Source: an optimization exercise on an open RTL-to-GDS flow (aim: a short achievable clock period and few clock cycles). Production flows keep margins and buffers that such runs may drop. Function was checked by simulation only, so behaviour that the tests miss may differ from the original. No activity file was given, so power comes from the tool's default toggle rates.

## willow
Design mc_core, start of the top module:
module mc_core #(
    parameter int              XLEN     = 32,
    parameter int              NREG     = 32,
    parameter logic [XLEN-1:0] RESET_PC = '0
) (
    input  logic            clk,
    input  logic            rst,
    output logic            mem_req,
    output logic            mem_we,
    output logic [XLEN-1:0] mem_addr,
    output logic [XLEN-1:0] mem_wdata,
    input  logic [XLEN-1:0] mem_rdata,
    input  logic            mem_ready,
    output logic            halted,
    output logic [XLEN-1:0] pc_out
    ,
    output logic [31:0]     instret
);
clock: 7.0 ns
lec_check: 0
cap_margin: 30
core_margin: 2
core_utilization: 30
setup_slack_margin: 3.2
slew_margin: 30
synth_hierarchical: 1
synth_minimum_keep_size: 0
standard.sh (not shown) runs the stock make flow with config.mk's settings and CLKGATE_MAP_FILE= SYNTH_SCRIPT=/design/flow/synth_recipe.tcl, a recipe that flattens the netlist after the stock synthesis.
==> flow/flow/run.sh <==
#!/bin/bash
# The standard layout (the standard.sh), with two additions:
# - the port buffers that placement inserts are buf_4 cells (by default the
#   resizer picks its smallest buffer, a slow delay-type cell);
# - after the timing repair at global route, a repair_design pass fixes any
#   max-slew or max-capacitance violation that the timing repair left.
export BUFFER_PORTS_ARGS="-buffer_cell sky130_fd_sc_hd__buf_4"
export POST_GLOBAL_ROUTE_TCL="$PWD/flow/post_grt.tcl"
bash standard.sh > standard.log 2>&1
==> flow/flow/post_grt.tcl <==
# Sourced by ORFS global_route.tcl (POST_GLOBAL_ROUTE_TCL) after its timing
# repair: repair max slew / max capacitance again, legalise, re-route the
# changed nets and rewrite the route guides.
puts "post_grt: repair_design after repair_timing"
report_check_types -max_slew -max_capacitance -violators
global_route -start_incremental
repair_design_helper
detailed_placement
global_route -end_incremental
estimate_parasitics -global_routing
report_check_types -max_slew -max_capacitance -violators
write_guides $::env(RESULTS_DIR)/route.guide
Testbench counts of willow, summed over its fixed seeds: cycles 69,747.
The following lists how pepper was set up differently from willow:
- a change of SETUP_SLACK_MARGIN from 3.2 to 3.4
[summary]
Fraction of area in clock buffers and inverters, pepper and willow: larger value in willow. [compare] base=willow new=pepper: ratio of cells with drive above 1 in the final layout up 2.8 points; synthesis-to-finish area growth +2.5 points. Diff willow -> pepper: achievable frequency went up 0.69%; number of buffers other than clock buffers in the final layout shows an increase of 22%; worst slew slack as a fraction of its limit barely changed; final routed DRC violation total level. When pepper is set beside willow, its part of the power in the clock network turns out to be 1.6 points smaller. Looking at pepper and willow, the area used by sequential logic in the layout is a wash. Compared with willow, initial antenna violation count in pepper decreased by more than a quarter.

========
The RTL this note starts from:
==> flow/design.v <==
module mc_core #(
    parameter int              XLEN     = 32,
    parameter int              NREG     = 32,
    parameter logic [XLEN-1:0] RESET_PC = '0
) (
    input  logic            clk,
    input  logic            rst,
    output logic            mem_req,
    output logic            mem_we,
    output logic [XLEN-1:0] mem_addr,
    output logic [XLEN-1:0] mem_wdata,
    input  logic [XLEN-1:0] mem_rdata,
    input  logic            mem_ready,
    output logic            halted,
    output logic [XLEN-1:0] pc_out
    ,
    output logic [31:0]     instret
);
    localparam logic [5:0] OP_RTYPE = 6'h00, OP_J = 6'h02, OP_JAL = 6'h03, OP_BEQ = 6'h04,
                           OP_BNE = 6'h05, OP_ADDI = 6'h08, OP_LW = 6'h23, OP_SW = 6'h2B;
    localparam logic [5:0] FN_JR = 6'h08, FN_ADD = 6'h20, FN_SUB = 6'h22, FN_AND = 6'h24,
                           FN_OR = 6'h25, FN_SLT = 6'h2A;
    logic sFetch, sExec, sMem, sHalt;
    logic [XLEN-1:0] pc;       
    logic [XLEN-1:0] areg;     
    logic [31:0]     ir;
    logic [XLEN-1:0] regA, regB;
    logic [XLEN-1:0] rf [1:31];
    logic dAluR, dAddi, dLw, dSw, dBr, dBne, dJ, dJal, dJr, dHalt, dWr;
    logic dSub, dAnd, dOr, dSlt;
    logic [4:0] dWidx;
    logic [XLEN-1:0] immExt, opB, sum, aluRes, lsAddr, brT, jT, nextFetch, wbData;
    logic            eq, taken, dLs, dNf;
    assign dLs    = dLw | dSw;
    assign dNf    = ~dLs & ~dHalt;
    assign immExt = {{(XLEN-16){ir[15]}}, ir[15:0]};
    assign opB    = dAddi ? immExt : (dSub ? ~regB : regB);
    assign sum    = regA + opB + {{(XLEN-1){1'b0}}, dSub};
    always_comb begin
        if (dAnd)      aluRes = regA & regB;
        else if (dOr)  aluRes = regA | regB;
        else if (dSlt) aluRes = {{(XLEN-1){1'b0}},
                                 (regA[XLEN-1] ^ regB[XLEN-1]) ? regA[XLEN-1] : sum[XLEN-1]};
        else           aluRes = sum;
    end
    assign wbData = dJal ? pc : aluRes;
    assign lsAddr = regA + immExt;
    assign brT    = pc + {immExt[XLEN-3:0], 2'b00};
    assign jT     = {pc[XLEN-1:28], ir[25:0], 2'b00};
    assign eq     = (regA == regB);
    assign taken  = dBr & (eq ^ dBne);
    always_comb begin
        if (dJ)         nextFetch = jT;
        else if (dJr)   nextFetch = regA;
        else if (taken) nextFetch = brT;
        else            nextFetch = pc;
    end
    assign mem_req   = sFetch | sMem | (sExec & ~dHalt);
    assign mem_we    = dSw & (sExec | sMem);
    assign mem_addr  = sExec ? (dLs ? lsAddr : nextFetch) : areg;
    assign mem_wdata = regB;
    assign halted    = sHalt;
    assign pc_out    = pc;
    logic fetchDone, lsDone, retire;
    assign fetchDone = mem_ready & (sFetch | (sExec & dNf));
    assign lsDone    = mem_ready & dLs & (sExec | sMem);
    assign retire    = (sExec & dNf) | lsDone;
    logic            wen, bypEn;
    logic [4:0]      widx;
    logic [XLEN-1:0] wdata;
    assign bypEn = sExec & dWr;
    assign wen   = bypEn | (lsDone & dLw & dWidx != 5'd0);
    assign widx  = dWidx;
    assign wdata = dLw ? mem_rdata : wbData;
    function automatic logic [XLEN-1:0] rdReg(input logic [4:0] idx);
        if (bypEn && idx == dWidx) rdReg = wbData;
        else if (idx == 5'd0)      rdReg = {XLEN{1'b0}};
        else                       rdReg = rf[idx];
    endfunction
    always_ff @(posedge clk or negedge rst) begin
        if (!rst) begin
            for (int i = 1; i < 32; i++) rf[i] <= '0;
        end else if (wen) begin
            rf[widx] <= wdata;
        end
    end
    logic [5:0] nOp, nFn;
    logic nR, nAluR, nJr, nAddi, nLw, nSw, nBeq, nBne, nJ, nJal, nHalt;
    logic [4:0] nWidx;
    assign nOp   = mem_rdata[31:26];
    assign nFn   = mem_rdata[5:0];
    assign nR    = (nOp == OP_RTYPE);
    assign nAluR = nR & (nFn == FN_ADD || nFn == FN_SUB || nFn == FN_AND ||
                         nFn == FN_OR || nFn == FN_SLT);
    assign nJr   = nR & (nFn == FN_JR);
    assign nAddi = (nOp == OP_ADDI);
    assign nLw   = (nOp == OP_LW);
    assign nSw   = (nOp == OP_SW);
    assign nBeq  = (nOp == OP_BEQ);
    assign nBne  = (nOp == OP_BNE);
    assign nJ    = (nOp == OP_J) | (nOp == OP_JAL);
    assign nJal  = (nOp == OP_JAL);
    assign nHalt = ~(nAluR | nJr | nAddi | nLw | nSw | nBeq | nBne | nJ);
    assign nWidx = nR ? mem_rdata[15:11] : (nJal ? 5'd31 : mem_rdata[20:16]);
    always_ff @(posedge clk or negedge rst) begin
        if (!rst) begin
            sFetch <= 1'b0;
            sExec  <= 1'b0;
            sMem   <= 1'b0;
            sHalt  <= 1'b0;
            pc     <= RESET_PC;
            areg   <= RESET_PC;
            ir     <= '0;
            regA   <= '0;
            regB   <= '0;
            dAluR  <= 1'b0;
            dAddi  <= 1'b0;
            dLw    <= 1'b0;
            dSw    <= 1'b0;
            dBr    <= 1'b0;
            dBne   <= 1'b0;
            dJ     <= 1'b0;
            dJal   <= 1'b0;
            dJr    <= 1'b0;
            dHalt  <= 1'b0;
            dWr    <= 1'b0;
            dSub   <= 1'b0;
            dAnd   <= 1'b0;
            dOr    <= 1'b0;
            dSlt   <= 1'b0;
            dWidx  <= '0;
        end else begin
            if (!sFetch && !sExec && !sMem && !sHalt) sFetch <= 1'b1;
            if (fetchDone) begin
                sFetch <= 1'b0;
                sExec  <= 1'b1;
                sMem   <= 1'b0;
                pc     <= (sFetch ? areg : nextFetch) + XLEN'(4);
                ir     <= mem_rdata;
                regA   <= rdReg(mem_rdata[25:21]);
                regB   <= rdReg(mem_rdata[20:16]);
                dAluR  <= nAluR;
                dAddi  <= nAddi;
                dLw    <= nLw;
                dSw    <= nSw;
                dBr    <= nBeq | nBne;
                dBne   <= nBne;
                dJ     <= nJ;
                dJal   <= nJal;
                dJr    <= nJr;
                dHalt  <= nHalt;
                dWr    <= (nAluR | nAddi | nJal) & (nWidx != 5'd0);
                dSub   <= nR & (nFn == FN_SUB || nFn == FN_SLT);
                dAnd   <= nR & (nFn == FN_AND);
                dOr    <= nR & (nFn == FN_OR);
                dSlt   <= nR & (nFn == FN_SLT);
                dWidx  <= nWidx;
            end else if (sExec) begin
                sExec <= 1'b0;
                if (dHalt) begin
                    sHalt <= 1'b1;
                end else if (dLs) begin
                    if (mem_ready) begin
                        sFetch <= 1'b1;
                        areg   <= pc;
                    end else begin
                        sMem <= 1'b1;
                        areg <= lsAddr;
                    end
                end else begin
                    sFetch <= 1'b1;
                    areg   <= nextFetch;
                end
            end else if (sMem && mem_ready) begin
                sMem   <= 1'b0;
                sFetch <= 1'b1;
                areg   <= pc;
            end
        end
    end
    always_ff @(posedge clk or negedge rst) begin
        if (!rst)        instret <= '0;
        else if (retire) instret <= instret + 32'd1;
    end
endmodule
clock: 7.0 ns
lec_check: 0
cap_margin: 20
core_margin: 2
core_utilization: 30
setup_slack_margin: 3.2
slew_margin: 20
run.sh (not shown) runs the stock make flow with config.mk's settings and CLKGATE_MAP_FILE= SYNTH_SCRIPT=/design/flow/synth_recipe.tcl, a recipe that flattens the netlist after the stock synthesis.
Stock flow here: none of the scripts above is used.
The first run completed and failed the layout checks on capacitance limit, slew limit.
Testbench counts at the start, summed over its fixed seeds: cycles 69,668.
==> next run, changes <==
--- a/flow/config.mk
+++ b/flow/config.mk
@@ -10,3 +10,2 @@
 export CORE_UTILIZATION = 30
-export SETUP_SLACK_MARGIN = 3.2
 export SLEW_MARGIN = 20
Effect: The new run produced a clean layout. Sequential power stays flat. Worst setup slack degrades by 1.3 ns. Fmax goes down by 19%. Count of clock-buffer cells in the layout goes up by 3. Via count goes down by 8.5%. Cell area goes down by 14%. Worst hold slack stays flat. Register-to-register slack degrades by 0.23 ns.

========
mc_core, a different RTL version from the one above (not shown whole).
Size in the first run: about 9400 cells after synthesis, ~1400 flip-flops, roughly 170 I/O pins, roughly 79000 um^2 of cells after synthesis.
export LEC_CHECK = 0
export CAP_MARGIN = 30
export CORE_MARGIN = 2
export CORE_UTILIZATION = 30
export SETUP_SLACK_MARGIN = 3.0
export SLEW_MARGIN = 30
create_clock -name core_clock -period 7.0 [get_ports {clk}]
The baseline completed with no timing, DRC or antenna violations.
Testbench counts at the start, summed over its fixed seeds: cycles 69,668.
Change:
==> flow/flow/run.sh (new file) <==
#!/bin/bash
# The standard layout (the standard.sh), with one addition: after the
# timing repair at global route, a repair_design pass fixes any max-slew or
# max-capacitance violation that the timing repair (gate cloning) left.
export POST_GLOBAL_ROUTE_TCL="$PWD/flow/post_grt.tcl"
bash standard.sh > standard.log 2>&1
==> flow/flow/post_grt.tcl (new file) <==
# Sourced by ORFS global_route.tcl (POST_GLOBAL_ROUTE_TCL) after its timing
# repair: repair max slew / max capacitance again, legalise, re-route the
# changed nets and rewrite the route guides.
puts "post_grt: repair_design after repair_timing"
report_check_types -max_slew -max_capacitance -violators
global_route -start_incremental
repair_design_helper
detailed_placement
global_route -end_incremental
estimate_parasitics -global_routing
report_check_types -max_slew -max_capacitance -violators
write_guides $::env(RESULTS_DIR)/route.guide
==> flow/standard.sh (new file) <==
#!/bin/bash
# synth_recipe.tcl (not shown) runs the flow's synth.tcl, then flattens the netlist and writes it again
# the make line also repeats each setting of config.mk as NAME=value (left out here)
make -C /OpenROAD-flow-scripts/flow DESIGN_CONFIG=/design/flow/config.mk WORK_HOME=/design/flow/orfs CLKGATE_MAP_FILE= SYNTH_SCRIPT=/design/flow/synth_recipe.tcl "${@:-finish}"
removed: flow/run.sh
The new run produced a clean layout.
Final cell count barely changes.
Synthesized cell count stays the same.
First-iteration DRC count fell by 2.2%.
Area after synthesis is unchanged.
Wire length barely changes.
Clock power stays flat.

========
## old
mc_core, a different RTL version from the one above (not shown whole).
For scale: ~9000 cells after synthesis, roughly 1400 flip-flops, ~170 I/O pins, ~0.082 mm2 of cells after synthesis.
export LEC_CHECK = 0
export CAP_MARGIN = 30
export CORE_MARGIN = 2
export CORE_UTILIZATION = 30
export SETUP_SLACK_MARGIN = 3.7
export SLEW_MARGIN = 30
export SYNTH_HIERARCHICAL = 1
export SYNTH_MINIMUM_KEEP_SIZE = 0
create_clock -name core_clock -period 7.0 [get_ports {clk}]
standard.sh (not shown) runs the stock make flow with config.mk's settings and CLKGATE_MAP_FILE= SYNTH_SCRIPT=/design/flow/synth_recipe.tcl, a recipe that flattens the netlist after the stock synthesis.
==> flow/flow/run.sh <==
#!/bin/bash
# The standard layout (the standard.sh), with two additions:
# - the port buffers that placement inserts are buf_4 cells (by default the
#   resizer picks its smallest buffer, a slow delay-type cell);
# - after the timing repair at global route, a repair_design pass fixes any
#   max-slew or max-capacitance violation that the timing repair left.
export BUFFER_PORTS_ARGS="-buffer_cell sky130_fd_sc_hd__buf_4"
export POST_GLOBAL_ROUTE_TCL="$PWD/flow/post_grt.tcl"
bash standard.sh > standard.log 2>&1
==> flow/flow/post_grt.tcl <==
# Sourced by ORFS global_route.tcl (POST_GLOBAL_ROUTE_TCL) after its timing
# repair: repair max slew / max capacitance again, legalise, re-route the
# changed nets and rewrite the route guides.
puts "post_grt: repair_design after repair_timing"
report_check_types -max_slew -max_capacitance -violators
global_route -start_incremental
repair_design_helper
detailed_placement
global_route -end_incremental
estimate_parasitics -global_routing
report_check_types -max_slew -max_capacitance -violators
write_guides $::env(RESULTS_DIR)/route.guide
Testbench counts of old, summed over its fixed seeds: cycles 69,747.
Inputs modified between old and new:
Settings: SETUP_SLACK_MARGIN: 3.7 -> 3.4.
Overall power consumption: new < old
new against old: clock skew after layout moved down; cell count along the critical path moved up.
Number of port buffers: old vs new identical
[compare] base=old new=new: global-route usage decreased by 0.65 points relative to the old numbers; highest clock rate saw an increase; final antenna diode count rose 2.
new: number of buffers inserted during clock tree synthesis lower than old
new vs. old: headroom to the max-slew limit now smaller; setup slack now larger; routed wire length now smaller.

-- static timing again, ports no longer ideal --
Ports are ideal in the flow. The routed layouts listed here were re-timed in OpenROAD. Step 1 (the two cells are an assumption about what drives the block):
set clk [get_ports {clk}]
set_driving_cell -lib_cell sky130_fd_sc_hd__clkbuf_16 $clk
set_driving_cell -lib_cell sky130_fd_sc_hd__buf_2 [delete_from_list [all_inputs] $clk]
Step 2 also shifts input and output timing later by t, the mid clock arrival at the registers, as if the neighbouring blocks saw the same clock. Slacks: ideal ports / drivers / drivers and shift; pairs: ideal ports / drivers.
| run | t, ns | slack for setup (ns) | pins driven straight from the clock port |
|---|---|---|---|
| willow | 0.964 | 2.939 / 2.706 / 1.742 | 1 |
| pepper | 0.956 | 2.966 / 2.492 / 1.537 | 1 |
| the first run of note 2 | 0.941 | 1.458 / 1.368 / 1.369 | 1 |
| the second run of note 2 | 0.925 | 0.157 / 0.066 / 0.755 | 1 |
| the first run of note 3 | 0.943 | 2.052 / 1.973 / 1.030 | 1 |
| the second run of note 3 | 0.950 | 2.071 / 1.997 / 1.048 | 1 |
| old | 0.932 | 2.927 / 2.556 / 1.624 | 1 |
| new | 0.938 | 3.102 / 2.715 / 1.777 | 1 |
For pepper, which loses most, drivers alone change the setup slack by -0.474 ns; drivers and shift together by -1.429 ns.
